This is an optimization exercise on Yosys and OpenROAD, whose aim is small area and a short achievable clock period, not a production implementation. Where RTL was checked, it was by simulation tests only, not by an equivalence proof against the original. Function not checked in runs 1 to 3: the RTL went through the layout flow alone. The clock port is modelled as an ideal driver; clocking choices that lean on that would not hold on a real chip. Power and IR drop assume default switching activity.

==> flow/design.v <==
`timescale 1ns/10ps
module ahb_slave_decode
(
	input logic tb_HCLK,
	input logic reset,
	input logic hsel,
	input logic [31:0] haddr,
	input logic [1:0] htrans,
	input logic hwrite,
	input logic tx_fifo_empty,
	output logic hready,
	output logic hresp,
	output logic rd_strobe,
	output logic rd_status,
	output logic rd_tx,
	output logic tx_pop,
	output logic [3:0] hold_we,
	output logic is_encrypt_pulse,
	output logic is_decrypt_pulse
);
	logic hi_zero;
	logic is_status;
	logic is_enc;
	logic is_dec;
	logic is_block;
	logic is_tx;
	logic legal;
	logic accepted;
	logic wr_ok;
	logic dp_write;
	assign hi_zero = (haddr[31:8] == 24'd0);
	assign is_status = hi_zero && (haddr[7:2] == 6'd0);
	assign is_enc = hi_zero && (haddr[7:2] == 6'd1);
	assign is_dec = hi_zero && (haddr[7:2] == 6'd2);
	assign is_block = hi_zero && !haddr[7] && ((haddr[6:4] == 3'b001) || haddr[6]);
	assign is_tx = hi_zero && haddr[7];
	assign legal = hwrite ? (is_enc || is_dec || is_block)
		: (is_status || (is_tx && !tx_fifo_empty));
	assign accepted = hsel && htrans[1] && hready;
	assign wr_ok = accepted && hwrite;
	always_ff @(posedge tb_HCLK)
	begin
		if (reset)
		begin
			hready <= 1'b1;
			hresp <= 1'b0;
			dp_write <= 1'b0;
			hold_we <= '0;
			is_encrypt_pulse <= 1'b0;
			is_decrypt_pulse <= 1'b0;
		end
		else
		begin
			hready <= !(accepted && !legal);
			hresp <= (accepted && !legal) || !hready;
			dp_write <= wr_ok && legal;
			for (int i = 0; i < 4; i++)
				hold_we[i] <= wr_ok && is_block && (haddr[3:2] == 2'(i));
			is_encrypt_pulse <= wr_ok && is_enc;
			is_decrypt_pulse <= wr_ok && is_dec;
		end
	end
	assign rd_strobe = accepted && !hwrite && legal;
	assign rd_status = !dp_write && is_status;
	assign rd_tx = !dp_write && is_tx;
	assign tx_pop = rd_strobe && rd_tx && (haddr[3:2] == 2'd3);
endmodule
`timescale 1ns/10ps
module block_assembler
(
	input logic tb_HCLK,
	input logic reset,
	input logic [3:0] hold_we,
	input logic [31:0] hwdata,
	output logic push,
	output logic [127:0] block
);
	logic [31:0] words_q [3];
	always_ff @(posedge tb_HCLK)
	begin
		for (int i = 0; i < 3; i++)
		begin
			if (reset)
				words_q[i] <= '0;
			else if (hold_we[i])
				words_q[i] <= hwdata;
		end
	end
	assign block = {words_q[0], words_q[1], words_q[2], hwdata};
	assign push = hold_we[3];
endmodule
`timescale 1ns/10ps
module block_fifo
(
	input logic tb_HCLK,
	input logic reset,
	input logic push,
	input logic [127:0] push_data,
	input logic pop,
	input logic [1:0] word_index,
	output logic [31:0] head_word,
	output logic full,
	output logic empty
);
	logic [127:0] mem [4];
	logic [3:0] wr_sel;
	logic [3:0] rd_sel;
	logic [4:0] cnt;
	logic do_push;
	logic do_pop;
	assign do_push = push && !full;
	assign do_pop = pop && !empty;
	always_ff @(posedge tb_HCLK)
	begin
		for (int i = 0; i < 4; i++)
			if (push && !full && wr_sel[i])
				mem[i] <= push_data;
	end
	always_ff @(posedge tb_HCLK)
	begin
		if (reset)
		begin
			wr_sel <= 4'b0001;
			rd_sel <= 4'b0001;
			cnt <= 5'b00001;
		end
		else
		begin
			if (do_push)
				wr_sel <= {wr_sel[2:0], wr_sel[3]};
			if (do_pop)
				rd_sel <= {rd_sel[2:0], rd_sel[3]};
			if (do_push && !do_pop)
				cnt <= {cnt[3:0], 1'b0};
			else if (do_pop && !do_push)
				cnt <= {1'b0, cnt[4:1]};
		end
	end
	assign full = cnt[4];
	assign empty = cnt[0];
	always_comb
	begin
		head_word = '0;
		for (int i = 0; i < 4; i++)
			for (int w = 0; w < 4; w++)
				if (rd_sel[i] && word_index == 2'(w))
					head_word = head_word | mem[i][127-32*w -: 32];
	end
endmodule
module rcv_block_fifo
(
	input logic tb_HCLK,
	input logic reset,
	input logic push,
	input logic [127:0] push_data,
	input logic pop,
	output logic [127:0] head,
	output logic full,
	output logic empty
);
	logic [127:0] ring [3];
	logic [2:0] wr_sel;
	logic [2:0] rd_sel;
	logic [4:0] cnt;
	logic one;
	logic more;
	logic do_push;
	logic do_pop;
	logic head_load;
	logic ring_write;
	logic [127:0] ring_head;
	assign one = cnt[1];
	assign more = cnt[2] || cnt[3] || cnt[4];
	assign do_push = push && !full;
	assign do_pop = pop && !empty;
	assign head_load = pop ? (do_push || more) : (empty && push);
	assign ring_write = do_push && !empty && !(one && pop);
	always_comb
	begin
		ring_head = '0;
		for (int i = 0; i < 3; i++)
			if (rd_sel[i])
				ring_head = ring_head | ring[i];
	end
	always_ff @(posedge tb_HCLK)
	begin
		if (head_load)
			head <= more ? ring_head : push_data;
		for (int i = 0; i < 3; i++)
			if (ring_write && wr_sel[i])
				ring[i] <= push_data;
	end
	always_ff @(posedge tb_HCLK)
	begin
		if (reset)
		begin
			wr_sel <= 3'b001;
			rd_sel <= 3'b001;
			cnt <= 5'b00001;
		end
		else
		begin
			if (ring_write)
				wr_sel <= {wr_sel[1:0], wr_sel[2]};
			if (do_pop && more)
				rd_sel <= {rd_sel[1:0], rd_sel[2]};
			if (do_push && !do_pop)
				cnt <= {cnt[3:0], 1'b0};
			else if (do_pop && !do_push)
				cnt <= {1'b0, cnt[4:1]};
		end
	end
	assign full = cnt[4];
	assign empty = cnt[0];
endmodule
`timescale 1ns/10ps
module slave_regs
(
	input logic tb_HCLK,
	input logic reset,
	input logic [3:0] status,
	input logic [31:0] tx_word,
	input logic rcv_full,
	input logic rcv_empty,
	input logic tx_full,
	input logic tx_empty,
	input logic rd_strobe,
	input logic rd_status,
	input logic rd_tx,
	output logic [31:0] hrdata
);
	logic [31:0] status_word;
	logic [31:0] rd_word;
	assign status_word = {24'd0, rcv_empty, rcv_full, tx_empty, tx_full, status};
	assign rd_word = ({32{rd_status}} & status_word) | ({32{rd_tx}} & tx_word);
	always_ff @(posedge tb_HCLK)
	begin
		if (reset)
			hrdata <= '0;
		else if (rd_strobe)
			hrdata <= rd_word;
	end
endmodule
`timescale 1ns/10ps
module ahb_block_port
#(
	parameter int RCV_DEPTH = 4,
	parameter int TX_DEPTH = 4
)
(
	input logic tb_HCLK,
	input logic reset,
	input logic hsel,
	input logic [31:0] haddr,
	input logic [1:0] htrans,
	input logic hwrite,
	input logic [31:0] hwdata,
	input logic [3:0] status,
	input logic [127:0] data_in,
	input logic tx_enq,
	input logic rcv_deq,
	output logic [31:0] hrdata,
	output logic hready,
	output logic hresp,
	output logic is_encrypt_pulse,
	output logic is_decrypt_pulse,
	output logic [127:0] rcv_fifo_out,
	output logic tx_fifo_full,
	output logic tx_fifo_empty,
	output logic rcv_fifo_full,
	output logic rcv_fifo_empty
);
	logic rd_strobe;
	logic rd_status;
	logic rd_tx;
	logic tx_pop;
	logic [3:0] hold_we;
	logic rcv_push;
	logic [127:0] rcv_block;
	logic [31:0] tx_word;
	ahb_slave_decode decode_i
	(
		.tb_HCLK(tb_HCLK),
		.reset(reset),
		.hsel(hsel),
		.haddr(haddr),
		.htrans(htrans),
		.hwrite(hwrite),
		.tx_fifo_empty(tx_fifo_empty),
		.hready(hready),
		.hresp(hresp),
		.rd_strobe(rd_strobe),
		.rd_status(rd_status),
		.rd_tx(rd_tx),
		.tx_pop(tx_pop),
		.hold_we(hold_we),
		.is_encrypt_pulse(is_encrypt_pulse),
		.is_decrypt_pulse(is_decrypt_pulse)
	);
	block_assembler assembler_i
	(
		.tb_HCLK(tb_HCLK),
		.reset(reset),
		.hold_we(hold_we),
		.hwdata(hwdata),
		.push(rcv_push),
		.block(rcv_block)
	);
	slave_regs regs_i
	(
		.tb_HCLK(tb_HCLK),
		.reset(reset),
		.status(status),
		.tx_word(tx_word),
		.rcv_full(rcv_fifo_full),
		.rcv_empty(rcv_fifo_empty),
		.tx_full(tx_fifo_full),
		.tx_empty(tx_fifo_empty),
		.rd_strobe(rd_strobe),
		.rd_status(rd_status),
		.rd_tx(rd_tx),
		.hrdata(hrdata)
	);
	rcv_block_fifo rcv_fifo_i
	(
		.tb_HCLK(tb_HCLK),
		.reset(reset),
		.push(rcv_push),
		.push_data(rcv_block),
		.pop(rcv_deq),
		.head(rcv_fifo_out),
		.full(rcv_fifo_full),
		.empty(rcv_fifo_empty)
	);
	block_fifo tx_fifo_i
	(
		.tb_HCLK(tb_HCLK),
		.reset(reset),
		.push(tx_enq),
		.push_data(data_in),
		.pop(tx_pop),
		.word_index(haddr[3:2]),
		.head_word(tx_word),
		.full(tx_fifo_full),
		.empty(tx_fifo_empty)
	);
endmodule
==> flow/run.sh <==
#!/bin/bash
# synth_recipe.tcl (not shown) runs the flow's synth.tcl, then flattens the netlist and writes it again
# the make line also repeats each setting of config.mk as NAME=value (left out here)
make -C /OpenROAD-flow-scripts/flow DESIGN_CONFIG=/design/flow/config.mk WORK_HOME=/design/flow/orfs CLKGATE_MAP_FILE= SYNTH_SCRIPT=/design/flow/synth_recipe.tcl finish
==> flow/config.mk <==
export PLATFORM = sky130hd
export DESIGN_NAME = ahb_block_port
export DESIGN_NICKNAME = ahb_block_port
export VERILOG_FILES = /design/flow/design.v
export SDC_FILE = /design/flow/constraint.sdc
export NUM_CORES = 4
export LEC_CHECK = 0
export CAP_MARGIN = 20
export CORE_MARGIN = 2
export CORE_UTILIZATION = 40
export SLEW_MARGIN = 20
==> flow/constraint.sdc <==
create_clock -name core_clock -period 3.2 [get_ports {tb_HCLK}]
set_input_delay 0.6400 -clock core_clock [delete_from_list [all_inputs] [get_ports {tb_HCLK}]]
set_output_delay 0.6400 -clock core_clock [all_outputs]
set_load 0.01 [all_outputs]
==> out/results.tsv, run 1 <==
stage	metric	value	unit
worst_hold_path	Hold Crit Class	input port to register	
cells_and_area	nets@finish	3210	
synthesis	FF+latch count, synth	1185	
outcome	status	complete, no violations	
global_route	vias in the first global route	25500	
place	post-place setup slack	-0.146	ns
route	DRC violations left	0	
cells_and_area	synthesis-to-layout area growth	22.5	%
floorplanning	die area	111000	µm²
timing	clk_skew	0.0698	ns
worst_setup_path	Crit Path Max Fanout	5	
synthesis	Seq/Total Area, Yosys	78.7	%
worst_setup_path	Worst Setup Start Kind	input port	
route	final antenna-violating net count	0	
pwr	switching share of total power	20.7	%
clock_tree	H-tree Lvls	3	
global_route	initial antenna violation count	22	
clock_tree	clock tree sinks	1185	
pwr	Pwr Total	31.1	mW
route	Initial DRC Count	3445	
global_route	largest net degree at the start of global routing	115	
worst_hold_path	Hold Startpoint	reset	
synthesis	cell with the most instances after synthesis	edfxtp_1	
synthesis	top cell type's share of synthesized area	71.2	%
synthesis	Syn Area/Cell	16.7	µm²
timing	fin. max-slew vios	0	
place	gpl congestion	0.844	
route	WL/cell	26.2	µm
pwr	pwr dens	587	nW/µm²
synthesis	syn nets	2798	
place	placed cell count	4289	
synthesis	Synth area leader	edfxtp_1	
place	HPWL after DPL	73.9	mm
synthesis	Mapped Cells	2592	
worst_setup_path	critical setup path kind	input port to register	
clock_tree	CTS Buf Count	116	
route	router iterations before antenna repair	6	
worst_setup_path	Setup crit start	haddr[20]	
timing	slew margin rel.	24.7	%
pwr	Sw Pwr	6.43	mW
floorplanning	site row count	120	
worst_setup_path	Worst EP required	3.78	ns
global_route	Congestion Overflow GR	0	
synthesis	post-synth cell types	57	
synthesis	Synth Flop Type	edfxtp_1	
global_route	global-route usage over all layers	20.9	%
synthesis	Post-synth EDFFs	1024	
timing	final hold viol count	0	
synthesis	Ys Warns	8	
global_route	first-pass GRT wire length	172	mm
worst_setup_path	endpoint type of the worst setup path	register	
floorplanning	core region area	107000	µm²
floorplanning	io pins	372	
synthesis	mapped cell area	43200	µm²
clock_tree	# hold bufs at CTS	0	
clock_tree	CTS resizes	0	
cells_and_area	fin cells	4521	
route	total via count in the routed design	25700	
floorplanning	Initial Util	40.3	%
timing	final setup violation count	0	
worst_setup_path	Arrival @ worst endpoint	3.16	ns
clock_tree	Clk pin slew, worst setup/hold paths	0.06	ns
worst_setup_path	RR Startpoint	tx_fifo_i.rd_sel[3]	
clock_tree	CTS tree	built	
route	DRT Wirelength	119	mm
synthesis	top cells by area, synth	edfxtp_1 (71%), dfxtp_1 (7.5%), mux2i_1 (3.8%), a222oi_1 (3.4%), nor2_1 (2.4%)	
flow_run	Max Cap Viol	0	
pwr	Clock power frac	42.0	%
timing	Final period util	80.6	%
cells_and_area	layout cells sized above 1	10.8	%
place	PortBufs	368	
pwr	LEAKAGE	17.4	nW
route	Via density	5.68	
pwr	total internal power	24.6	mW
synthesis	Async SR Flop Fraction	0	%
timing	unrepaired setup endpoints after global routing	no	
timing	fmax	0.388	GHz
floorplanning	chip height	333	µm
floorplanning	width of the die	333	µm
pwr	Peak VDD IR	503	µV
clock_tree	# Post-CTS Setup Buffers	0	
timing	setup ws final	0.620	ns
cells_and_area	Finished Core Util	49.4	%
pwr	Sequential Power Share	54.5	%
clock_tree	Root Buffer	clkbuf_16	
clock_tree	clock latency (worst-skew pair)	0.73	ns
synthesis	commonest cells in the netlist	edfxtp_1 (1024), nor2_1 (272), a21oi_1 (163)	
timing	Fin Setup TNS	0	ns
timing	Worst-Margin Slew	1.13	ns
clock_tree	clock tree buffer depth	3	
pwr	combinational share of power	3.4	%
timing	Tmin final	2.58	ns
## stage by stage
stage | area, µm² | hold slack, ns
after floorplan | 43200 | 0.427
after global placement | 49200 | 0.449
after detailed placement | 49200 | 0.461
after CTS | 52800 | 0.327
after global routing | 52900 | 0.379
final | 52900 | 0.367
## flip-flops by register name, summed over array words and instances (netlist names), 4 cells and up
signal               cells
rcv_fifo_i.ring        384
rcv_fifo_i.head        128
regs_i.hrdata           32
rcv_fifo_i.cnt           5
decode_i.hold_we         4
tx_fifo_i.mem          512
tx_fifo_i.rd_sel         4
tx_fifo_i.wr_sel         4
tx_fifo_i.cnt            5
assembler_i.words_q     96
## final timing paths
kind / to / slack, ns / cells after the start
worst max-delay path: tx_fifo_i.cnt[3] / 0.62 / 11
worst min register to register: decode_i.hresp / 0.47 / 1
worst max register to register: regs_i.hrdata[7] / 0.67 / 5
worst min-delay path: tx_fifo_i.rd_sel[2] / 0.37 / 2
## area by class of cell
type | count | area [µm²]
Antenna cell | 11 | 27.5
Clock buffer | 158 | 3180
Clock inverter | 63 | 479
Fill cell | 8875 | 54200
Inverter | 16 | 60.1
Multi-Input combinational cell | 1207 | 8460
Sequential cell | 1185 | 34000
Tap cell | 1403 | 1760
Timing Repair Buffer | 478 | 4910
## layout by cell type, fill, tap and decap left out, types with 6 or more instances in the layout
cell	netlist	routed
clkinv_2	0	26
a22o_1	35	35
clkbuf_1	146	32
a21oi_1	163	163
a222oi_1	147	147
nand3_1	8	8
clkdlybuf4s50_1	0	365
a22oi_1	71	71
a211o_1	6	6
and3_1	6	6
o2bb2ai_1	21	21
clkinv_1	0	23
nor4_1	12	12
o221ai_1	8	8
diode_2	0	11
o22ai_1	22	22
and2_4	0	7
mux2_2	20	20
a221oi_1	40	40
buf_12	0	33
dfxtp_1	161	151
nand2b_1	8	8
edfxtp_1	1024	1024
a32oi_1	23	23
nand2_1	43	42
inv_1	15	15
nor2_1	272	271
o21ai_0	19	19
nor2b_1	17	15
nor3_1	17	17
mux2i_1	162	162
clkbuf_16	0	118
o22a_1	6	6
nand4_1	15	15
buf_4	4	80
clkbuf_8	0	8
## cells by family (layout without fill, tap and decap cells)
logic type,after synthesis,after routing,synth area share (%)
mux,186,186,4.49
flops,1185,1185,78.7
compound gates,587,587,10.4
buf+inv,200,715,1.85
fa+ha+maj,2,2,0.0580
simple gates,432,432,4.50
other cells,0,11,0
## per-layer routing
metal,global-route usage [%],vias up,part of all wire [%]
met5,0,-,0.11
met4,7.59,22,3.2
met3,6.79,218,11
met2,32.5,1245,46
met1,27.4,12900,40
li1,-,11300,-
## worst max-delay path: stages
cell	delay [ns]
clkdlybuf4s50_1	0.42
nor4_1	0.34
nand4_1	0.17
buf_4	0.20
or3_4	0.37
or2_2	0.31
ha_1	0.29
mux2i_1	0.19
nor2_1	0.05
a21oi_1	0.13
nor2_1	0.05
## power by group through the flow
stage	Clock, mW	Combinational [mW]	Sequential [mW]
5_1_grt	13.9	1.13	16.9
3_5_place_dp	0	1.06	17.3
6_report	13.0	1.07	16.9
3_3_place_gp	0	1.04	17.3
4_1_cts	13.3	1.07	16.9
2_1_floorplan	0	0.389	17.3
==> run 2: changes to the inputs <==
--- a/flow/config.mk
+++ b/flow/config.mk
@@ -10,2 +10,3 @@
 export CORE_UTILIZATION = 40
+export SETUP_SLACK_MARGIN = 1.3
 export SLEW_MARGIN = 20
==> out/results.tsv, run 2 <==
stage	metric	value	unit	change
worst_setup_path	FF-to-FF setup slack	1.29	ns	was 0.67 ns
synthesis	Post-synth EDFFs	1024		unchanged
place	HPWL after DPL	72.9	mm	was 73.9 mm
route	DRC violations left	0		unchanged
clock_tree	clock tree buffer depth	3		unchanged
worst_setup_path	stages on the worst setup path	1		was 11
cells_and_area	commonest non-fill, non-tap cell in the layout	edfxtp_1		unchanged
synthesis	top cell type's share of synthesized area	71.2	%	unchanged
clock_tree	H-tree Lvls	3		unchanged
timing	Tmin final	2.01	ns	was 2.58 ns
worst_setup_path	Crit Path Max Fanout	1		was 5
pwr	Pwr Total	31.8	mW	was 31.1 mW
floorplanning	Initial Util	40.3	%	unchanged
cells_and_area	Largest Register	tx_fifo_i.mem		unchanged
synthesis	Ys Warns	8		unchanged
global_route	initial antenna violation count	15		was 22
floorplanning	site row count	120		unchanged
synthesis	FF+latch count, synth	1185		unchanged
synthesis	Async SR Flop Fraction	0	%	unchanged
pwr	LEAKAGE	17.9	nW	was 17.4 nW
worst_setup_path	Worst Reg2Reg Path Length in Cells	8		was 5
route	DRT Wirelength	121	mm	was 119 mm
global_route	global-route usage over all layers	21.2	%	was 20.9%
global_route	vias in the first global route	25900		was 25500
pwr	pwr dens	595	nW/µm²	was 587 nW/µm²
clock_tree	clock tree sinks	1185		unchanged
timing	slew margin rel.	30.1	%	was 24.7%
worst_hold_path	Hold Startpoint	reset		unchanged
synthesis	cell with the most instances after synthesis	edfxtp_1		unchanged
worst_setup_path	endpoint type of the worst setup path	primary output		was register
worst_setup_path	critical setup path kind	register to primary output		was input port to register
cells_and_area	biggest regs	tx_fifo_i.mem: 512 flops, rcv_fifo_i.ring: 384 flops, rcv_fifo_i.head: 128 flops		unchanged
clock_tree	Root Buffer	clkbuf_16		unchanged
synthesis	top cells by area, synth	edfxtp_1 (71%), dfxtp_1 (7.5%), mux2i_1 (3.8%), a222oi_1 (3.4%), nor2_1 (2.4%)		unchanged
pwr	Peak VDD IR	413	µV	was 503 µV
route	final antenna-violating net count	0		unchanged
timing	fmax	0.497	GHz	was 0.388 GHz
synthesis	Syn Area/Cell	16.7	µm²	unchanged
place	PortBufs	368		unchanged
place	gpl congestion	0.845		was 0.844
timing	Final period util	62.8	%	was 80.6%
global_route	largest net degree at the start of global routing	139		was 115
clock_tree	CTS Buf Count	117		was 116
worst_setup_path	worst setup path endpoint	rcv_fifo_out[98]		was tx_fifo_i.cnt[3]
worst_setup_path	crit-path cells	buf_2		was clkdlybuf4s50_1, nor4_1, nand4_1, buf_4, or3_4, or2_2, ha_1, mux2i_1, nor2_1, a21oi_1, nor2_1
global_route	Congestion Overflow GR	0		unchanged
route	router iterations before antenna repair	10		was 6
worst_hold_path	Hold Crit Class	input port to register		unchanged
worst_setup_path	Worst EP required	2.56	ns	was 3.78 ns
cells_and_area	layout cells sized above 1	20.4	%	was 10.8%
synthesis	mapped cell area	43200	µm²	unchanged
route	WL/cell	26.6	µm	was 26.2 µm
timing	Fin Setup TNS	0	ns	unchanged
timing	final setup violation count	0		unchanged
floorplanning	width of the die	333	µm	unchanged
route	Initial DRC Count	3056		was 3445
clock_tree	CTS tree	built		unchanged
worst_setup_path	Setup crit start	rcv_fifo_i.head[98]		was haddr[20]
timing	final hold viol count	0		unchanged
timing	unrepaired setup endpoints after global routing	yes		was no
cells_and_area	fin cells	4563		was 4521
timing	hold slack final	0.280	ns	was 0.367 ns
timing	Worst-Margin Slew	1.05	ns	was 1.13 ns
floorplanning	die area	111000	µm²	unchanged
outcome	status	complete, no violations		unchanged
synthesis	Synth area leader	edfxtp_1		unchanged
place	placed cell count	4284		was 4289
cells_and_area	fin area	53500	µm²	was 52900 µm²
flow_run	Max Cap Viol	0		unchanged
synthesis	post-synth cell types	57		unchanged
worst_setup_path	CP delay by family, top	flip-flops		was simple AND/OR/NAND/NOR gates
cells_and_area	synthesis-to-layout area growth	23.9	%	was 22.5%
timing	fin. max-slew vios	0		unchanged
worst_setup_path	crit-path max cell delay	0.49	ns	was 0.42 ns
worst_setup_path	worst path bufs/invs	1		was 2
worst_hold_path	Hold Path Depth	2		unchanged
synthesis	Seq/Total Area, Yosys	78.7	%	unchanged
route	total via count in the routed design	26400		was 25700
floorplanning	chip height	333	µm	unchanged
timing	clk_skew	0.0543	ns	was 0.0698 ns
global_route	first-pass GRT wire length	175	mm	was 172 mm
route	Via density	5.79		was 5.68
place	placed cell areas	49300	µm²	was 49200 µm²
worst_setup_path	RR Startpoint	decode_i.hready		was tx_fifo_i.rd_sel[3]
cells_and_area	nets@finish	3255		was 3210
worst_setup_path	Worst Setup Start Kind	register		was input port
floorplanning	io pins	372		unchanged
worst_setup_path	Arrival @ worst endpoint	1.37	ns	was 3.16 ns
floorplanning	core region area	107000	µm²	unchanged
worst_setup_path	worst r2r dst	tx_fifo_i.cnt[2]		was regs_i.hrdata[7]
synthesis	Synth Flop Type	edfxtp_1		unchanged
synthesis	commonest cells in the netlist	edfxtp_1 (1024), nor2_1 (272), a21oi_1 (163)		unchanged
worst_setup_path	Crit-path slowest cell	edfxtp_1		was clkdlybuf4s50_1
synthesis	Mapped Cells	2592		unchanged
cells_and_area	most frequent cells in the layout	edfxtp_1 (1024), nor2_1 (271), clkdlybuf4s50_1 (169), a21oi_1 (161), mux2i_1 (161)		was edfxtp_1 (1024), clkdlybuf4s50_1 (365), nor2_1 (271), a21oi_1 (163), mux2i_1 (162)
clock_tree	Clk pin slew, worst setup/hold paths	0.06	ns	about the same
synthesis	syn nets	2798		unchanged
cells_and_area	Largest register FFs	512		unchanged
clock_tree	clock latency (worst-skew pair)	0.71	ns	was 0.73 ns
-- run 2: report_power, final --
part           total (mW)  leakage, nW  internal, mW  switching, mW
clock                13.8         1.90          7.93           5.84
sequential           16.9         11.2          16.9         0.0513
combinational        1.13         4.86         0.464          0.665
total                31.8         17.9          25.3           6.55
-- run 2: cells by family after synthesis --
group / Yosys count / synth area share (%)
muxes: 186 / 4.49
AOI/OAI and AO/OA: 587 / 10.4
and+or+nand+nor: 432 / 4.50
DFF: 1185 / 78.7
buffers and inverters: 200 / 1.85
adders and majority gates: 2 / 0.0580
-- run 2: repair_timing --
| action | in CTS | in global routing |
|---|---|---|
| pin swaps | 21 | 28 |
| setup endpoints to repair | 468 | 353 |
| setup buffers | 27 | 17 |
| resized for setup | 855 | 62 |
| gates cloned | 2 | 3 |
| hold buffers | 0 | 0 |
-- run 2: area by class of cell --
type / count / area [µm²]
fill: 8833 / 53600
sequential: 1185 / 34100
multi-input combinational: 1208 / 8740
timing repair buffer: 521 / 4930
clock buffer: 157 / 3230
tap: 1403 / 1760
clock inverter: 65 / 676
inverter: 16 / 60.1
antenna: 8 / 20.0
-- run 2: per-stage QoR --
stage,setup WS [ns],utilization (%)
6_report,1.19,49.9
3_5_place_dp,0.00564,46.1
2_1_floorplan,0.691,-
4_1_cts,1.15,49.5
5_1_grt,1.15,49.9
3_3_place_gp,0.0494,46.1
-- run 2: worst min-delay path by stage --
stage	end	slack (ns)
6_report	decode_i.hresp	0.28
5_1_grt	decode_i.hresp	0.24
4_1_cts	decode_i.hresp	0.21
3_5_place_dp	decode_i.hresp	0.46
3_3_place_gp	tx_fifo_i.wr_sel[0]	0.45
2_1_floorplan	tx_fifo_i.wr_sel[0]	0.44
-- run 2: routing by layer --
metal  share of wire [%]  routed length [µm]  GRT usage, %
met3                 9.5               11500          4.11
met4                 2.7                3340          6.70
met5               0.035                  42             0
met1                  41               49100          29.3
met2                  47               57300          33.8
==> run 3: changes to the inputs <==
--- a/flow/config.mk
+++ b/flow/config.mk
@@ -9,3 +9,4 @@
 export CORE_MARGIN = 2
-export CORE_UTILIZATION = 40
+export CORE_UTILIZATION = 65
+export PLACE_DENSITY = 0.75
 export SETUP_SLACK_MARGIN = 1.3
==> out/results.tsv, run 3 <==
stage	metric	value	unit	change
route	Via density	6.70		was 5.79
worst_setup_path	Arrival @ worst endpoint	2.54	ns	was 1.37 ns
clock_tree	Root Buffer	clkbuf_16		unchanged
global_route	met1 usage	43.7	%	was 29.3%
synthesis	top cells by area, synth	edfxtp_1 (71%), dfxtp_1 (7.5%), mux2i_1 (3.8%), a222oi_1 (3.4%), nor2_1 (2.4%)		unchanged
cells_and_area	Finished Core Util	80.4	%	was 49.9%
cells_and_area	layout cells sized above 1	21.3	%	was 20.4%
pwr	Peak VDD IR	509	µV	was 413 µV
cells_and_area	fin area	52800	µm²	was 53500 µm²
global_route	global-route usage over all layers	32.8	%	was 21.2%
timing	final setup violation count	0		unchanged
synthesis	Ys Warns	8		unchanged
place	PortBufs	368		unchanged
synthesis	post-synth cell types	57		unchanged
route	DRT Wirelength	115	mm	was 121 mm
clock_tree	CTS tree	built		unchanged
timing	clk_skew	0.0170	ns	was 0.0543 ns
timing	fin. max-slew vios	0		unchanged
outcome	status	complete, no violations		unchanged
timing	final hold viol count	0		unchanged
pwr	Sequential Power Share	53.0	%	was 53.2%
clock_tree	H-tree Lvls	3		unchanged
global_route	met2 Usage GRT	53.4	%	was 33.8%
global_route	gr busiest metal	met2		unchanged
synthesis	Mapped Cells	2592		unchanged
synthesis	mapped cell area	43200	µm²	unchanged
synthesis	post-synthesis compound-gate area fraction	10.4	%	unchanged
place	gpl congestion	0.895		was 0.845
cells_and_area	fin cells	4024		was 4563
timing	Final period util	62.5	%	was 62.8%
floorplanning	die area	68500	µm²	was 111000 µm²
synthesis	cell with the most instances after synthesis	edfxtp_1		unchanged
timing	setup ws final	1.20	ns	was 1.19 ns
place	placed cell count	3739		was 4284
timing	fmax	0.500	GHz	was 0.497 GHz
timing	Fin Setup TNS	0	ns	unchanged
clock_tree	clock tree buffer depth	3		unchanged
cells_and_area	commonest non-fill, non-tap cell in the layout	edfxtp_1		unchanged
clock_tree	# hold bufs at CTS	0		unchanged
timing	Worst-Margin Slew	0.890	ns	was 1.05 ns
synthesis	Seq/Total Area, Yosys	78.7	%	unchanged
clock_tree	Clk pin slew, worst setup/hold paths	0.07	ns	was 0.06 ns
global_route	initial antenna violation count	5		was 15
pwr	LEAKAGE	17.9	nW	about the same
synthesis	Post-synth EDFFs	1024		unchanged
synthesis	Async SR Flop Fraction	0	%	unchanged
global_route	Congestion Overflow GR	0		unchanged
synthesis	FF+latch count, synth	1185		unchanged
flow_run	Max Cap Viol	0		unchanged
route	router iterations before antenna repair	8		was 10
pwr	Clock power frac	43.5	%	was 43.3%
floorplanning	Initial Util	65.7	%	was 40.3%
cells_and_area	Largest register FFs	512		unchanged
timing	hold slack final	0.338	ns	was 0.280 ns
clock_tree	clock latency (worst-skew pair)	0.67	ns	was 0.71 ns
synthesis	Synth Flop Type	edfxtp_1		unchanged
pwr	combinational share of power	3.5	%	about the same
pwr	pwr dens	605	nW/µm²	was 595 nW/µm²
worst_setup_path	Worst EP required	3.74	ns	was 2.56 ns
floorplanning	width of the die	262	µm	was 333 µm
route	DRC violations left	0		unchanged
pwr	switching share of total power	19.9	%	was 20.6%
timing	Tmin final	2.00	ns	was 2.01 ns
worst_setup_path	Crit Path Max Fanout	30		was 1
synthesis	post-synthesis adder-cell area fraction	0.0580	%	unchanged
cells_and_area	most frequent cells in the layout	edfxtp_1 (1024), nor2_1 (269), clkdlybuf4s50_1 (166), buf_2 (164)		was edfxtp_1 (1024), nor2_1 (271), clkdlybuf4s50_1 (169), a21oi_1 (161), mux2i_1 (161)
clock_tree	clock tree sinks	1185		unchanged
pwr	total internal power	25.6	mW	was 25.3 mW
cells_and_area	synthesis-to-layout area growth	22.4	%	was 23.9%
pwr	Sw Pwr	6.35	mW	was 6.55 mW
route	WL/cell	28.5	µm	was 26.6 µm
synthesis	commonest cells in the netlist	edfxtp_1 (1024), nor2_1 (272), a21oi_1 (163)		unchanged
timing	slew margin rel.	40.7	%	was 30.1%
worst_hold_path	Hold Crit Class	input port to register		unchanged
synthesis	top cell type's share of synthesized area	71.2	%	unchanged
synthesis	Synth Area in Simple Gates	4.50	%	unchanged
route	total via count in the routed design	27000		was 26400
synthesis	largest family of logic cells by synthesized area	compound AO/OA/AOI/OAI gates		unchanged
synthesis	proportion of synthesized area in mux cells	4.49	%	unchanged
cells_and_area	Largest Register	tx_fifo_i.mem		unchanged
place	post-place setup slack	0.0333	ns	was 0.00564 ns
global_route	first-pass GRT wire length	166	mm	was 175 mm
synthesis	Synth area leader	edfxtp_1		unchanged
clock_tree	CTS Buf Count	113		was 117
place	placed cell areas	48600	µm²	was 49300 µm²
synthesis	Synth Area in XOR/XNOR	0	%	unchanged
worst_setup_path	critical setup path kind	input port to register		was register to primary output
timing	unrepaired setup endpoints after global routing	yes		unchanged
cells_and_area	biggest regs	tx_fifo_i.mem: 512 flops, rcv_fifo_i.ring: 384 flops, rcv_fifo_i.head: 128 flops		unchanged
worst_setup_path	endpoint type of the worst setup path	register		was primary output
cells_and_area	nets@finish	3262		was 3255
global_route	GR Util met3	6.08	%	was 4.11%
global_route	largest net degree at the start of global routing	112		was 139
floorplanning	chip height	262	µm	was 333 µm
floorplanning	core region area	65700	µm²	was 107000 µm²
floorplanning	site row count	94		was 120
worst_setup_path	Crit-path slowest cell	a2111oi_1		was edfxtp_1
synthesis	Syn Area/Cell	16.7	µm²	unchanged
global_route	vias in the first global route	26500		was 25900
floorplanning	io pins	372		unchanged
synthesis	syn nets	2798		unchanged
route	final antenna-violating net count	0		unchanged
route	Initial DRC Count	4094		was 3056
worst_setup_path	Worst Setup Start Kind	input port		was register
place	HPWL after DPL	65.3	mm	was 72.9 mm
worst_setup_path	crit-path cells	buf_8, buf_16, buf_12, mux2_2, a22oi_1, nor2_1, a2111oi_1, o2bb2ai_2		was buf_2
pwr	Pwr Total	32.0	mW	was 31.8 mW
worst_setup_path	crit-path max cell delay	0.42	ns	was 0.49 ns
-- run 3: cell counts after synthesis --
Identical to the previous run, type by type.
-- run 3: kinds of logic after synthesis --
kind of cell,Yosys count
flip-flops,1185
AO/OA/AOI/OAI,587
AND/OR/NAND/NOR,432
buffers and inverters,200
multiplexers,186
adder cells (fa/ha/maj),2
-- run 3: power by group through the flow --
| stage | logic, mW | clock network (mW) | registers [mW] |
|---|---|---|---|
| after CTS | 1.09 | 14.0 | 16.9 |
| after floorplan | 0.395 | 0 | 17.3 |
| after detailed placement | 1.04 | 0 | 17.3 |
| after global routing | 1.17 | 14.6 | 16.9 |
| final | 1.12 | 13.9 | 16.9 |
| after global placement | 1.02 | 0 | 17.3 |
-- run 3: cell type report --
type	count	area [µm²]
timing repair buffer	531	4920
sequential	1185	34100
antenna	4	10.0
tap	864	1080
clock buffer	155	3150
inverter	16	67.6
multi-input combinational	1209	8780
clock inverter	60	773
fill	3418	12900
-- run 3: final timing paths --
kind | startpoint | cells after the start | end | slack [ns]
setup / recovery | haddr[2] | 8 | regs_i.hrdata[16] | 1.20
hold / removal | reset | 2 | tx_fifo_i.wr_sel[2] | 0.34
setup reg to reg | tx_fifo_i.rd_sel[1] | 6 | regs_i.hrdata[30] | 1.22
hold reg to reg | regs_i.hrdata[24] | 1 | regs_i.hrdata[24] | 0.48
-- run 3: layer usage --
layer	part of all wire [%]	vias to the layer above
met5	0.0079	-
met4	4.4	2
met3	10	295
met2	49	1783
met1	36	13400
li1	-	11400
-- run 3: timing repair --
item | in CTS | in global routing
pin swaps | 22 | 25
buffers inserted | 36 | 21
cloned | 7 | 2
gates resized for setup | 835 | 77
endpoints found under the setup margin | 653 | 406
-- run 3: critical path: cells and delay by family --
kind / cells / cell delay, ns
AOI/OAI and AO/OA: 3 / 0.71
muxes: 1 / 0.35
buffers and inverters: 3 / 0.69
and+or+nand+nor: 1 / 0.06
==> run 4: changes to the inputs <==
--- a/flow/design.v
+++ b/flow/design.v
@@ -109,5 +109,7 @@
 	logic do_push;
-	logic do_pop;
+	logic [4:0] cnt_if_pop;
+	logic [4:0] cnt_if_no_pop;
 	assign do_push = push && !full;
-	assign do_pop = pop && !empty;
+	assign cnt_if_pop = do_push ? cnt : {1'b0, cnt[4:1]};
+	assign cnt_if_no_pop = do_push ? {cnt[3:0], 1'b0} : cnt;
 	always_ff @(posedge tb_HCLK)
@@ -115,3 +117,3 @@
 		for (int i = 0; i < 4; i++)
-			if (push && !full && wr_sel[i])
+			if (do_push && wr_sel[i])
 				mem[i] <= push_data;
@@ -130,8 +132,5 @@
 				wr_sel <= {wr_sel[2:0], wr_sel[3]};
-			if (do_pop)
+			if (pop)
 				rd_sel <= {rd_sel[2:0], rd_sel[3]};
-			if (do_push && !do_pop)
-				cnt <= {cnt[3:0], 1'b0};
-			else if (do_pop && !do_push)
-				cnt <= {1'b0, cnt[4:1]};
+			cnt <= pop ? cnt_if_pop : cnt_if_no_pop;
 		end
@@ -186,4 +185,9 @@
 	begin
-		if (head_load)
+		if (reset)
+			head <= '0;
+		else if (head_load)
 			head <= more ? ring_head : push_data;
+	end
+	always_ff @(posedge tb_HCLK)
+	begin
 		for (int i = 0; i < 3; i++)
==> flow/flow/run.sh (new file) <==
#!/bin/bash
export POST_CTS_TCL=$(pwd)/flow/post_cts.tcl
export SKIP_CTS_REPAIR_TIMING=1
export BUFFER_PORTS_ARGS="-buffer_cell sky130_fd_sc_hd__buf_2"
bash standard.sh > standard.log 2>&1
==> flow/flow/post_cts.tcl (new file) <==
set block [ord::get_db_block]
set port_net [$block findNet tb_HCLK]
set loads [$port_net getITerms]
if {[llength $loads] == 1} {
  set root [[lindex $loads 0] getInst]
  set out_net [[$root findITerm X] getNet]
  set sinks {}
  foreach it [$out_net getITerms] {
    if {[$it getInst] ne $root} { lappend sinks $it }
  }
  if {[string match "sky130_fd_sc_hd__clkbuf*" [[$root getMaster] getName]] && [llength $sinks] <= 4} {
    puts "post_cts: removing root clock buffer [$root getName] driving [llength $sinks] pins"
    foreach it $sinks {
      $it disconnect
      $it connect $port_net
    }
    odb::dbInst_destroy $root
    odb::dbNet_destroy $out_net
  } else {
    puts "post_cts: root clock buffer kept ([llength $sinks] pins)"
  }
}
estimate_parasitics -placement
report_clock_latency
repair_timing_helper
detailed_placement
check_placement -verbose
==> flow/standard.sh (new file) <==
#!/bin/bash
# synth_recipe.tcl (not shown) runs the flow's synth.tcl, then flattens the netlist and writes it again
# the make line also repeats each setting of config.mk as NAME=value (left out here)
make -C /OpenROAD-flow-scripts/flow DESIGN_CONFIG=/design/flow/config.mk WORK_HOME=/design/flow/orfs CLKGATE_MAP_FILE= SYNTH_SCRIPT=/design/flow/synth_recipe.tcl "${@:-finish}"
--- a/flow/config.mk
+++ b/flow/config.mk
@@ -9,5 +9,6 @@
 export CORE_MARGIN = 2
-export CORE_UTILIZATION = 65
-export PLACE_DENSITY = 0.75
-export SETUP_SLACK_MARGIN = 1.3
+export CORE_UTILIZATION = 40
+export CTS_CLUSTER_DIAMETER = 150
+export CTS_CLUSTER_SIZE = 25
+export SETUP_SLACK_MARGIN = 1.5
 export SLEW_MARGIN = 20
removed: flow/run.sh
==> out/results.tsv, run 4 <==
stage	metric	value	unit	change
cells_and_area	synthesis-to-layout area growth	27.5	%	was 22.4%
timing	slew margin rel.	38.7	%	was 40.7%
worst_setup_path	crit-path max cell delay	0.66	ns	was 0.42 ns
cells_and_area	most frequent cells in the layout	edfxtp_1 (896), buf_2 (347), dfxtp_1 (252), nand2_1 (230), a21oi_1 (158)		was edfxtp_1 (1024), nor2_1 (269), clkdlybuf4s50_1 (166), buf_2 (164)
place	post-place setup slack	0.307	ns	was 0.0333 ns
pwr	total internal power	20.3	mW	was 25.6 mW
global_route	global-route usage over all layers	24.5	%	was 32.8%
route	DRT Wirelength	146	mm	was 115 mm
timing	Worst-Margin Slew	0.919	ns	was 0.890 ns
pwr	pwr dens	462	nW/µm²	was 605 nW/µm²
floorplanning	core region area	109000	µm²	was 65700 µm²
synthesis	top cell type's share of synthesized area	61.5	%	was 71.2%
cells_and_area	Largest register FFs	512		unchanged
cells_and_area	nets@finish	3709		was 3262
cells_and_area	footprint of the multi-input gates	11000	µm²	was 8780 µm²
outcome	status	complete, no violations		unchanged
synthesis	Synth Area in Simple Gates	5.49	%	was 4.50%
timing	unrepaired setup endpoints after global routing	yes		unchanged
synthesis	Post-synth EDFFs	896		was 1024
place	PortBufs	368		unchanged
synthesis	Seq/Total Area, Yosys	74.7	%	was 78.7%
worst_setup_path	Crit-path slowest cell	or4b_4		was a2111oi_1
synthesis	commonest cells in the netlist	edfxtp_1 (896), nand2_1 (308), dfxtp_1 (289)		was edfxtp_1 (1024), nor2_1 (272), a21oi_1 (163)
timing	Tmin final	2.12	ns	was 2.00 ns
synthesis	post-synthesis compound-gate area fraction	12.9	%	was 10.4%
route	DRC violations left	0		unchanged
pwr	Sequential Power Share	64.8	%	was 53.0%
timing	clk_skew	0.0361	ns	was 0.0170 ns
flow_run	Max Cap Viol	0		unchanged
route	Initial DRC Count	4310		was 4094
synthesis	top cells by area, synth	edfxtp_1 (61%), dfxtp_1 (13%), a222oi_1 (3.4%), mux2i_1 (3.2%), nand2_1 (2.6%)		was edfxtp_1 (71%), dfxtp_1 (7.5%), mux2i_1 (3.8%), a222oi_1 (3.4%), nor2_1 (2.4%)
floorplanning	chip height	335	µm	was 262 µm
cells_and_area	layout cells sized above 1	30.2	%	was 21.3%
route	total via count in the routed design	30300		was 27000
timing	Final period util	66.4	%	was 62.5%
worst_setup_path	critical setup path kind	input port to register		unchanged
timing	setup ws final	1.08	ns	was 1.20 ns
timing	hold slack final	0.362	ns	was 0.338 ns
cells_and_area	Largest Register	tx_fifo_i.mem		unchanged
synthesis	post-synthesis adder-cell area fraction	0.0286	%	was 0.0580%
worst_setup_path	Crit Path Max Fanout	15		was 30
floorplanning	site row count	121		was 94
route	final antenna-violating net count	0		unchanged
pwr	switching share of total power	21.4	%	was 19.9%
cells_and_area	Fillers	8958		was 3418
place	gpl congestion	0.816		was 0.895
floorplanning	width of the die	335	µm	was 262 µm
synthesis	Ys Warns	8		unchanged
timing	final setup violation count	0		unchanged
synthesis	Async SR Flop Fraction	0	%	unchanged
pwr	Clock power frac	31.1	%	was 43.5%
global_route	first-pass GRT wire length	202	mm	was 166 mm
place	HPWL after DPL	77.5	mm	was 65.3 mm
clock_tree	clock latency (worst-skew pair)	0.49	ns	was 0.67 ns
worst_setup_path	Worst EP required	3.54	ns	was 3.74 ns
pwr	LEAKAGE	19.3	nW	was 17.9 nW
cells_and_area	Finished Core Util	51.3	%	was 80.4%
route	Via density	6.09		was 6.70
timing	fmax	0.471	GHz	was 0.500 GHz
synthesis	proportion of synthesized area in mux cells	4.51	%	was 4.49%
synthesis	mapped cell area	43800	µm²	was 43200 µm²
route	WL/cell	29.4	µm	was 28.5 µm
floorplanning	die area	112000	µm²	was 68500 µm²
global_route	largest net degree at the start of global routing	114		was 112
worst_setup_path	endpoint type of the worst setup path	register		unchanged
synthesis	post-synth cell types	64		was 57
clock_tree	Clk pin slew, worst setup/hold paths	0.10	ns	was 0.07 ns
synthesis	syn nets	3135		was 2798
synthesis	Syn Area/Cell	14.9	µm²	was 16.7 µm²
synthesis	largest family of logic cells by synthesized area	compound AO/OA/AOI/OAI gates		unchanged
global_route	Congestion Overflow GR	0		unchanged
synthesis	Synth Area in XOR/XNOR	0.0200	%	was 0%
synthesis	cell with the most instances after synthesis	edfxtp_1		unchanged
global_route	vias in the first global route	28300		was 26500
worst_setup_path	crit-path cells	buf_6, nor4_4, nand4_4, or4b_4, buf_12, a22oi_2, a21oi_1		was buf_8, buf_16, buf_12, mux2_2, a22oi_1, nor2_1, a2111oi_1, o2bb2ai_2
cells_and_area	fin cells	4972		was 4024
timing	Fin Setup TNS	0	ns	unchanged
pwr	Peak VDD IR	419	µV	was 509 µV
pwr	Sw Pwr	5.51	mW	was 6.35 mW
worst_setup_path	Worst Setup Start Kind	input port		unchanged
cells_and_area	biggest regs	tx_fifo_i.mem: 512 flops, rcv_fifo_i.ring: 384 flops, rcv_fifo_i.head: 128 flops		unchanged
clock_tree	CTS tree	built		unchanged
synthesis	Synth area leader	edfxtp_1		unchanged
cells_and_area	Reg area	32800	µm²	was 34100 µm²
timing	fin. max-slew vios	0		unchanged
pwr	combinational share of power	4.1	%	was 3.5%
synthesis	Synth Flop Type	edfxtp_1		unchanged
clock_tree	clock tree sinks	1185		unchanged
floorplanning	io pins	372		unchanged
place	placed cell count	4593		was 3739
global_route	initial antenna violation count	30		was 5
synthesis	Mapped Cells	2930		was 2592
worst_hold_path	Hold Crit Class	input port to register		unchanged
cells_and_area	commonest non-fill, non-tap cell in the layout	edfxtp_1		unchanged
route	router iterations before antenna repair	10		was 8
timing	final hold viol count	0		unchanged
floorplanning	Initial Util	40.2	%	was 65.7%
worst_setup_path	Arrival @ worst endpoint	2.46	ns	was 2.54 ns
synthesis	FF+latch count, synth	1185		unchanged
[run 4: changes by cell type after synthesis, sizes merged, moves of 25 or more]
cell	before	now
buf	38	72
dfxtp	161	289
edfxtp	1024	896
mux2	20	45
nand2	44	308
nor2	272	142
o211ai	4	132
[run 4: logic make-up after synthesis]
group	count (synthesis)
flops	1185
compound gates	753
simple gates	552
buf+inv	249
mux	189
xor+xnor	1
fa+ha+maj	1
[run 4: layout make-up]
class / instances / area share (%)
clock buffer: 94 / 2.69
antenna: 9 / 0.0404
timing repair buffer: 749 / 15.4
sequential: 1185 / 58.8
inverter: 12 / 0.112
tap: 1414 / 3.17
clock inverter: 6 / 0.135
multi-input combinational: 1503 / 19.7
[run 4: metal layers]
metal | global-route usage, % | wire length [µm]
met2 | 39.9 | 68800
met5 | 0 | 164
met4 | 7.59 | 5250
met3 | 3.85 | 13700
met1 | 33.7 | 58200
[run 4: worst paths after layout]
check	startpoint	end	slack [ns]	depth (start not counted)
max reg2reg	tx_fifo_i.rd_sel[0]	regs_i.hrdata[5]	1.17	5
min	data_in[97]	tx_fifo_i.mem[3][97]	0.36	1
min reg2reg	rcv_fifo_i.head[74]	rcv_fifo_i.head[74]	0.45	2
max	haddr[28]	regs_i.hrdata[4]	1.08	7
[run 4: metrics by stage]
stage          instance area [µm²]  power (mW)
2_1_floorplan                44000        17.5
3_3_place_gp                 48000        18.0
3_5_place_dp                 48000        18.0
5_1_grt                      55800        26.4
6_report                     55800        25.8
[run 4: power groups by stage]
| stage | Clock (mW) | Combinational, mW | Sequential [mW] |
|---|---|---|---|
| finish | 8.03 | 1.05 | 16.7 |
| global route | 8.60 | 1.11 | 16.7 |
| detailed placement | 0 | 0.963 | 17.0 |
| global placement | 0 | 0.954 | 17.0 |
| floorplan | 0 | 0.426 | 17.1 |
[run 4: worst max-delay path, delay by kind of cell]
family / cells / cell delay (ns)
AO/OA/AOI/OAI: 2 / 0.26
AND/OR/NAND/NOR: 3 / 1.25
buffers and inverters: 2 / 0.29
==> run 5: changes to the inputs <==
--- a/flow/config.mk
+++ b/flow/config.mk
@@ -12,3 +12,3 @@
 export CTS_CLUSTER_SIZE = 25
-export SETUP_SLACK_MARGIN = 1.5
+export SETUP_SLACK_MARGIN = 1.3
 export SLEW_MARGIN = 20
==> out/results.tsv, run 5 <==
stage	metric	value	unit	change
place	PortBufs	368		unchanged
synthesis	Seq/Total Area, Yosys	74.7	%	unchanged
route	Via density	5.89		was 6.09
global_route	initial antenna violation count	30		unchanged
clock_tree	clock latency (worst-skew pair)	0.48	ns	was 0.49 ns
synthesis	largest family of logic cells by synthesized area	compound AO/OA/AOI/OAI gates		unchanged
pwr	LEAKAGE	17.2	nW	was 19.3 nW
floorplanning	width of the die	335	µm	unchanged
synthesis	Syn Area/Cell	14.9	µm²	unchanged
pwr	Peak VDD IR	406	µV	was 419 µV
worst_setup_path	Worst Setup Start Kind	input port		unchanged
worst_setup_path	Arrival @ worst endpoint	2.46	ns	about the same
worst_setup_path	crit-path cells	buf_6, nor4_4, nand4_4, or4b_4, buf_12, buf_16, nand2_4, a31oi_1		was buf_6, nor4_4, nand4_4, or4b_4, buf_12, a22oi_2, a21oi_1
global_route	Congestion Overflow GR	0		unchanged
timing	hold slack final	0.363	ns	was 0.362 ns
worst_setup_path	critical setup path kind	input port to register		unchanged
outcome	status	complete, no violations		unchanged
cells_and_area	commonest non-fill, non-tap cell in the layout	edfxtp_1		unchanged
floorplanning	chip height	335	µm	unchanged
cells_and_area	Largest register FFs	512		unchanged
timing	Fin Setup TNS	0	ns	unchanged
worst_setup_path	Worst EP required	3.54	ns	about the same
cells_and_area	synthesis-to-layout area growth	16.4	%	was 27.5%
synthesis	post-synth cell types	64		unchanged
timing	Tmin final	2.12	ns	about the same
route	DRT Wirelength	128	mm	was 146 mm
global_route	global-route usage over all layers	21.7	%	was 24.5%
synthesis	Ys Warns	8		unchanged
route	router iterations before antenna repair	9		was 10
synthesis	syn nets	3135		unchanged
floorplanning	io pins	372		unchanged
global_route	vias in the first global route	26500		was 28300
cells_and_area	Finished Core Util	46.8	%	was 51.3%
global_route	first-pass GRT wire length	182	mm	was 202 mm
timing	unrepaired setup endpoints after global routing	yes		unchanged
timing	Final period util	66.2	%	was 66.4%
route	DRC violations left	0		unchanged
clock_tree	CTS tree	built		unchanged
worst_setup_path	Crit Path Max Fanout	7		was 15
place	placed cell areas	48000	µm²	unchanged
worst_setup_path	endpoint type of the worst setup path	register		unchanged
synthesis	Async SR Flop Fraction	0	%	unchanged
route	final antenna-violating net count	0		unchanged
cells_and_area	layout cells sized above 1	22.9	%	was 30.2%
route	total via count in the routed design	28100		was 30300
floorplanning	core region area	109000	µm²	unchanged
timing	clk_skew	0.0225	ns	was 0.0361 ns
synthesis	Mapped Cells	2930		unchanged
synthesis	top cell type's share of synthesized area	61.5	%	unchanged
cells_and_area	Largest Register	tx_fifo_i.mem		unchanged
synthesis	cell with the most instances after synthesis	edfxtp_1		unchanged
synthesis	Synth area leader	edfxtp_1		unchanged
cells_and_area	biggest regs	tx_fifo_i.mem: 512 flops, rcv_fifo_i.ring: 384 flops, rcv_fifo_i.head: 128 flops		unchanged
synthesis	post-synthesis compound-gate area fraction	12.9	%	unchanged
synthesis	top cells by area, synth	edfxtp_1 (61%), dfxtp_1 (13%), a222oi_1 (3.4%), mux2i_1 (3.2%), nand2_1 (2.6%)		unchanged
synthesis	Post-synth EDFFs	896		unchanged
floorplanning	Initial Util	40.2	%	unchanged
cells_and_area	nets@finish	3503		was 3709
synthesis	Synth Area in Simple Gates	5.49	%	unchanged
synthesis	proportion of synthesized area in mux cells	4.51	%	unchanged
synthesis	FF+latch count, synth	1185		unchanged
place	HPWL after DPL	77.5	mm	unchanged
synthesis	Synth Flop Type	edfxtp_1		unchanged
clock_tree	Clk pin slew, worst setup/hold paths	0.10	ns	about the same
timing	final setup violation count	0		unchanged
floorplanning	site row count	121		unchanged
place	placed cell count	4593		unchanged
synthesis	post-synthesis adder-cell area fraction	0.0286	%	unchanged
cells_and_area	fin area	50900	µm²	was 55800 µm²
cells_and_area	fin cells	4766		was 4972
worst_setup_path	crit-path max cell delay	0.67	ns	was 0.66 ns
timing	fmax	0.472	GHz	was 0.471 GHz
floorplanning	die area	112000	µm²	unchanged
worst_setup_path	FF-to-FF setup slack	1.14	ns	was 1.17 ns
place	gpl congestion	0.816		unchanged
synthesis	mapped cell area	43800	µm²	unchanged
worst_setup_path	Crit-path slowest cell	or4b_4		unchanged
timing	fin. max-slew vios	0		unchanged
pwr	pwr dens	504	nW/µm²	was 462 nW/µm²
cells_and_area	most frequent cells in the layout	edfxtp_1 (896), buf_2 (357), nand2_1 (289), dfxtp_1 (275), a21oi_1 (169)		was edfxtp_1 (896), buf_2 (347), dfxtp_1 (252), nand2_1 (230), a21oi_1 (158)
worst_hold_path	Hold Crit Class	input port to register		unchanged
flow_run	Max Cap Viol	0		unchanged
synthesis	Synth Area in XOR/XNOR	0.0200	%	unchanged
clock_tree	clock tree sinks	1185		unchanged
timing	Worst-Margin Slew	0.886	ns	was 0.919 ns
timing	slew margin rel.	41.0	%	was 38.7%
route	Initial DRC Count	3488		was 4310
timing	final hold viol count	0		unchanged
route	WL/cell	26.8	µm	was 29.4 µm
synthesis	commonest cells in the netlist	edfxtp_1 (896), nand2_1 (308), dfxtp_1 (289)		unchanged
global_route	largest net degree at the start of global routing	114		unchanged
run 5: cell counts after synthesis:
No cell type changed its count.
run 5: layout make-up:
class	instances	area, µm²
repair buffers	546	4210
flip-flops and latches	1185	32700
multi-input cells	1500	10600
clock inverters	6	75.1
clock buffers	94	1500
diodes	9	22.5
well taps	1414	1770
fillers	9572	57800
inverters	12	60.1
run 5: logic make-up after synthesis:
| group | count (synthesis) |
|---|---|
| flip-flops | 1185 |
| multiplexers | 189 |
| buffers and inverters | 249 |
| AO/OA/AOI/OAI | 753 |
| adder cells (fa/ha/maj) | 1 |
| AND/OR/NAND/NOR | 552 |
| XOR/XNOR | 1 |
run 5: report_power, final:
part	leakage [nW]	switching (mW)	internal [mW]	total, mW
Sequential	11.2	0.0545	16.6	16.7
Clock	0.750	4.69	3.26	7.96
Combinational	5.20	0.678	0.346	1.02
Total	17.2	5.42	20.3	25.7
run 5: path summary, 6_finish.rpt:
kind | startpoint | to | cells past startpoint
max | haddr[28] | regs_i.hrdata[1] | 8
min reg2reg | rcv_fifo_i.head[83] | rcv_fifo_i.head[83] | 2
min | data_in[97] | tx_fifo_i.mem[3][97] | 1
max reg2reg | decode_i.hready | regs_i.hrdata[0] | 7
run 5: through the flow:
stage	total power, mW	setup slack, ns
after global routing	26.4	1.03
after global placement	18.0	0.384
final	25.7	1.08
after floorplan	17.5	-0.0470
after detailed placement	18.0	0.307
run 5: worst max-delay path: cells and delay by family:
family	cells	cell delay, ns
compound gates	1	0.07
buf+inv	3	0.42
simple gates	4	1.30
run 5: routing by layer:
metal	track usage [%]	wire length (µm)
met4	6.72	3650
met5	0	146
met3	3.13	10200
met2	35.6	60900
met1	29.9	52800
==> run 6: changes to the inputs <==
--- a/flow/config.mk
+++ b/flow/config.mk
@@ -7,2 +7,3 @@
 export LEC_CHECK = 0
+export ABC_AREA = 1
 export CAP_MARGIN = 20
==> out/results.tsv, run 6 <==
stage	metric	value	unit	change
outcome	status	complete, no violations		unchanged
synthesis	mapped cell area	43600	µm²	was 43800 µm²
floorplanning	chip height	334	µm	was 335 µm
route	WL/cell	23.7	µm	was 26.8 µm
synthesis	cell with the most instances after synthesis	nand2_1		was edfxtp_1
pwr	combinational share of power	3.0	%	was 4.0%
timing	final setup violation count	0		unchanged
floorplanning	site row count	121		unchanged
floorplanning	Initial Util	40.2	%	about the same
timing	fin. max-slew vios	0		unchanged
floorplanning	die area	112000	µm²	about the same
worst_setup_path	Worst Setup Start Kind	input port		unchanged
worst_setup_path	crit-path cells	buf_2, nor2_1, nand2_1, nor2_2, nand2_2, nor2_4, nand3_2, nand2_4, nand4_4, buf_12, o21ai_4, nand2_2, nand2_1, a21oi_1		was buf_6, nor4_4, nand4_4, or4b_4, buf_12, buf_16, nand2_4, a31oi_1
synthesis	Syn Area/Cell	12.5	µm²	was 14.9 µm²
cells_and_area	commonest non-fill, non-tap cell in the layout	nand2_1		was edfxtp_1
timing	Final period util	60.3	%	was 66.2%
pwr	Clock power frac	30.9	%	was 31.0%
cells_and_area	Largest Register	tx_fifo_i.mem		unchanged
floorplanning	core region area	109000	µm²	about the same
route	DRC violations left	0		unchanged
cells_and_area	synthesis-to-layout area growth	15.7	%	was 16.4%
worst_setup_path	Crit Path Max Fanout	7		unchanged
global_route	global-route usage over all layers	21.6	%	was 21.7%
synthesis	FF+latch count, synth	1185		unchanged
cells_and_area	most frequent cells in the layout	nand2_1 (950), edfxtp_1 (896), buf_2 (358), dfxtp_1 (282), o21ai_0 (238)		was edfxtp_1 (896), buf_2 (357), nand2_1 (289), dfxtp_1 (275), a21oi_1 (169)
synthesis	syn nets	3705		was 3135
synthesis	Ys Warns	8		unchanged
synthesis	top cell type's share of synthesized area	61.7	%	was 61.5%
cells_and_area	Largest register FFs	512		unchanged
global_route	vias in the first global route	27000		was 26500
worst_setup_path	Arrival @ worst endpoint	2.26	ns	was 2.46 ns
flow_run	Max Cap Viol	0		unchanged
synthesis	commonest cells in the netlist	nand2_1 (969), edfxtp_1 (896), dfxtp_1 (289)		was edfxtp_1 (896), nand2_1 (308), dfxtp_1 (289)
place	HPWL after DPL	72.7	mm	was 77.5 mm
route	final antenna-violating net count	0		unchanged
clock_tree	CTS tree	built		unchanged
timing	slew margin rel.	41.8	%	was 41.0%
synthesis	Mapped Cells	3500		was 2930
floorplanning	width of the die	334	µm	was 335 µm
worst_hold_path	Hold Crit Class	input port to register		unchanged
cells_and_area	layout cells sized above 1	17.2	%	was 22.9%
timing	Fin Setup TNS	0	ns	unchanged
worst_setup_path	Worst Reg2Reg Path Length in Cells	6		was 7
cells_and_area	Fillers	9743		was 9572
timing	fmax	0.518	GHz	was 0.472 GHz
floorplanning	io pins	372		unchanged
worst_setup_path	Worst EP required	3.53	ns	was 3.54 ns
route	router iterations before antenna repair	5		was 9
synthesis	Synth area leader	edfxtp_1		unchanged
worst_setup_path	crit-path max cell delay	0.21	ns	was 0.67 ns
place	gpl congestion	0.787		was 0.816
pwr	switching share of total power	20.8	%	was 21.1%
worst_hold_path	Hold Startpoint	data_in[67]		was data_in[97]
place	placed cell areas	47800	µm²	was 48000 µm²
route	total via count in the routed design	28800		was 28100
route	Initial DRC Count	2697		was 3488
cells_and_area	nets@finish	4057		was 3503
worst_setup_path	Crit-path slowest cell	o21ai_4		was or4b_4
pwr	pwr dens	501	nW/µm²	was 504 nW/µm²
timing	Worst-Margin Slew	0.873	ns	was 0.886 ns
global_route	Congestion Overflow GR	0		unchanged
pwr	Sw Pwr	5.25	mW	was 5.42 mW
clock_tree	clock tree sinks	1185		unchanged
route	DRT Wirelength	126	mm	was 128 mm
clock_tree	clock latency (worst-skew pair)	0.48	ns	about the same
clock_tree	Clk pin slew, worst setup/hold paths	0.10	ns	about the same
worst_setup_path	worst r2r dst	tx_fifo_i.mem[0][30]		was regs_i.hrdata[0]
cells_and_area	fin area	50500	µm²	was 50900 µm²
global_route	initial antenna violation count	28		was 30
cells_and_area	biggest regs	tx_fifo_i.mem: 512 flops, rcv_fifo_i.ring: 384 flops, rcv_fifo_i.head: 128 flops		unchanged
global_route	largest net degree at the start of global routing	129		was 114
worst_setup_path	critical setup path kind	input port to register		unchanged
synthesis	post-synth cell types	41		was 64
worst_setup_path	Setup crit start	haddr[17]		was haddr[28]
pwr	total internal power	20.0	mW	was 20.3 mW
route	Via density	5.40		was 5.89
synthesis	Synth Flop Type	edfxtp_1		unchanged
worst_setup_path	RR Startpoint	tx_fifo_i.cnt[4]		was decode_i.hready
synthesis	Seq/Total Area, Yosys	75.0	%	was 74.7%
synthesis	Post-synth EDFFs	896		unchanged
timing	clk_skew	0.0382	ns	was 0.0225 ns
worst_hold_path	Worst Hold Endpoint	tx_fifo_i.mem[0][67]		was tx_fifo_i.mem[3][97]
pwr	Sequential Power Share	66.0	%	was 65.0%
worst_hold_path	Hold Path Depth	1		unchanged
synthesis	Async SR Flop Fraction	0	%	unchanged
synthesis	top cells by area, synth	edfxtp_1 (62%), dfxtp_1 (13%), nand2_1 (8.3%), a41o_1 (2.9%), o21ai_0 (2.8%)		was edfxtp_1 (61%), dfxtp_1 (13%), a222oi_1 (3.4%), mux2i_1 (3.2%), nand2_1 (2.6%)
timing	unrepaired setup endpoints after global routing	yes		unchanged
worst_setup_path	FF-to-FF setup slack	1.38	ns	was 1.14 ns
timing	Tmin final	1.93	ns	was 2.12 ns
global_route	first-pass GRT wire length	181	mm	was 182 mm
pwr	LEAKAGE	17.9	nW	was 17.2 nW
worst_setup_path	endpoint type of the worst setup path	register		unchanged
place	PortBufs	368		unchanged
timing	final hold viol count	0		unchanged
pwr	Peak VDD IR	413	µV	was 406 µV
## run 6: cell count changes after synthesis, sizes merged, moves of 125 or more
cell / delta
o211ai: -129
mux2i: -142
nor2: +125
nand2: +665
o21ai: +222
a41o: +126
a222oi: -150
## run 6: critical path: cells and delay by family
kind	cells	cell delay (ns)
compound gates	2	0.28
simple gates	10	1.03
buf+inv	2	0.30
## run 6: how the worst max path moves through the flow
stage | to | slack, ns | depth (start not counted)
after floorplan | rcv_fifo_i.ring[0][0] | 0.03 | 5
after global placement | regs_i.hrdata[4] | 0.55 | 11
after detailed placement | regs_i.hrdata[4] | 0.57 | 10
after global routing | tx_fifo_i.cnt[3] | 1.16 | 14
final | tx_fifo_i.cnt[3] | 1.27 | 14
## run 6: cells by family after synthesis
logic type / synth area share [%]
AO/OA/AOI/OAI: 9.93
buffers and inverters: 2.39
AND/OR/NAND/NOR: 12.7
adder cells (fa/ha/maj): 0.0287
flip-flops: 75.0
## run 6: power by group through the flow
stage	sequential, mW	combinational (mW)	clock [mW]
2_1_floorplan	17.1	0.242	0
3_3_place_gp	17.0	0.721	0
3_5_place_dp	17.1	0.728	0
5_1_grt	16.7	0.824	8.47
6_report	16.7	0.768	7.82
## run 6: metrics by stage
step | total power [mW] | hold slack (ns) | setup slack (ns) | cells | util [%]
after floorplan | 17.3 | 0.439 | 0.0288 | 3500 | -
after global placement | 17.8 | 0.449 | 0.546 | 5166 | 44.0
after detailed placement | 17.8 | 0.452 | 0.569 | 5167 | 44.0
after global routing | 26.0 | 0.371 | 1.16 | 5315 | 46.5
final | 25.3 | 0.373 | 1.27 | 5325 | 46.5
## run 6: routing by layer
layer | part of all wire [%] | up-vias | global-route usage (%)
met4 | 2.2 | 40 | 4.88
met5 | 0.20 | - | 0
li1 | - | 13200 | -
met2 | 49 | 991 | 36.7
met1 | 41 | 14300 | 28.6
met3 | 7.8 | 184 | 4.16
## run 6: cell type report
type | count | area [µm²] | area share [%]
flip-flops and latches | 1185 | 32700 | 64.8
multi-input cells | 2055 | 10300 | 20.5
repair buffers | 499 | 3770 | 7.47
well taps | 1414 | 1770 | 3.51
clock buffers | 95 | 1470 | 2.92
inverters | 58 | 290 | 0.575
clock inverters | 4 | 57.6 | 0.114
diodes | 14 | 35.0 | 0.0694
repair inverters | 1 | 8.76 | 0.0174

==> what the ideal ports hide <==
In the flow no input, the clock included, has a driving cell. The finished layouts below were timed again as built, in two steps.
Step 1 assumes that a clkbuf_16 drives the clock port and a buf_2 every other input.
Step 2 times the ports against the registers' clock, not the clock port: input delays grow and output delays shrink by t, the midpoint of the rising clock arrivals with the driver on.
a / b / c = ideal ports / drivers / drivers and shift; a / b = the first two.
run | shift t [ns] | setup slack, ns | hold slack, ns
run 1 | 0.771 | 0.620 / 0.577 / -0.100 | 0.367 / 0.316 / 0.472
run 2 | 0.747 | 1.189 / 1.124 / 0.487 | 0.280 / 0.239 / 0.463
run 3 | 0.731 | 1.200 / 1.173 / 0.472 | 0.338 / 0.300 / 0.476
run 4 | 0.629 | 1.075 / 1.043 / 0.415 | 0.362 / 0.238 / 0.452
run 5 | 0.621 | 1.080 / 1.052 / 0.430 | 0.363 / 0.241 / 0.451
run 6 | 0.611 | 1.271 / 1.203 / 0.772 | 0.373 / 0.250 / 0.466
Met with ideal ports but missed after step 2: setup timing in run 1. The setup slack of run 3, which loses most, moves by -0.027 ns with the drivers and by -0.728 ns with both steps.
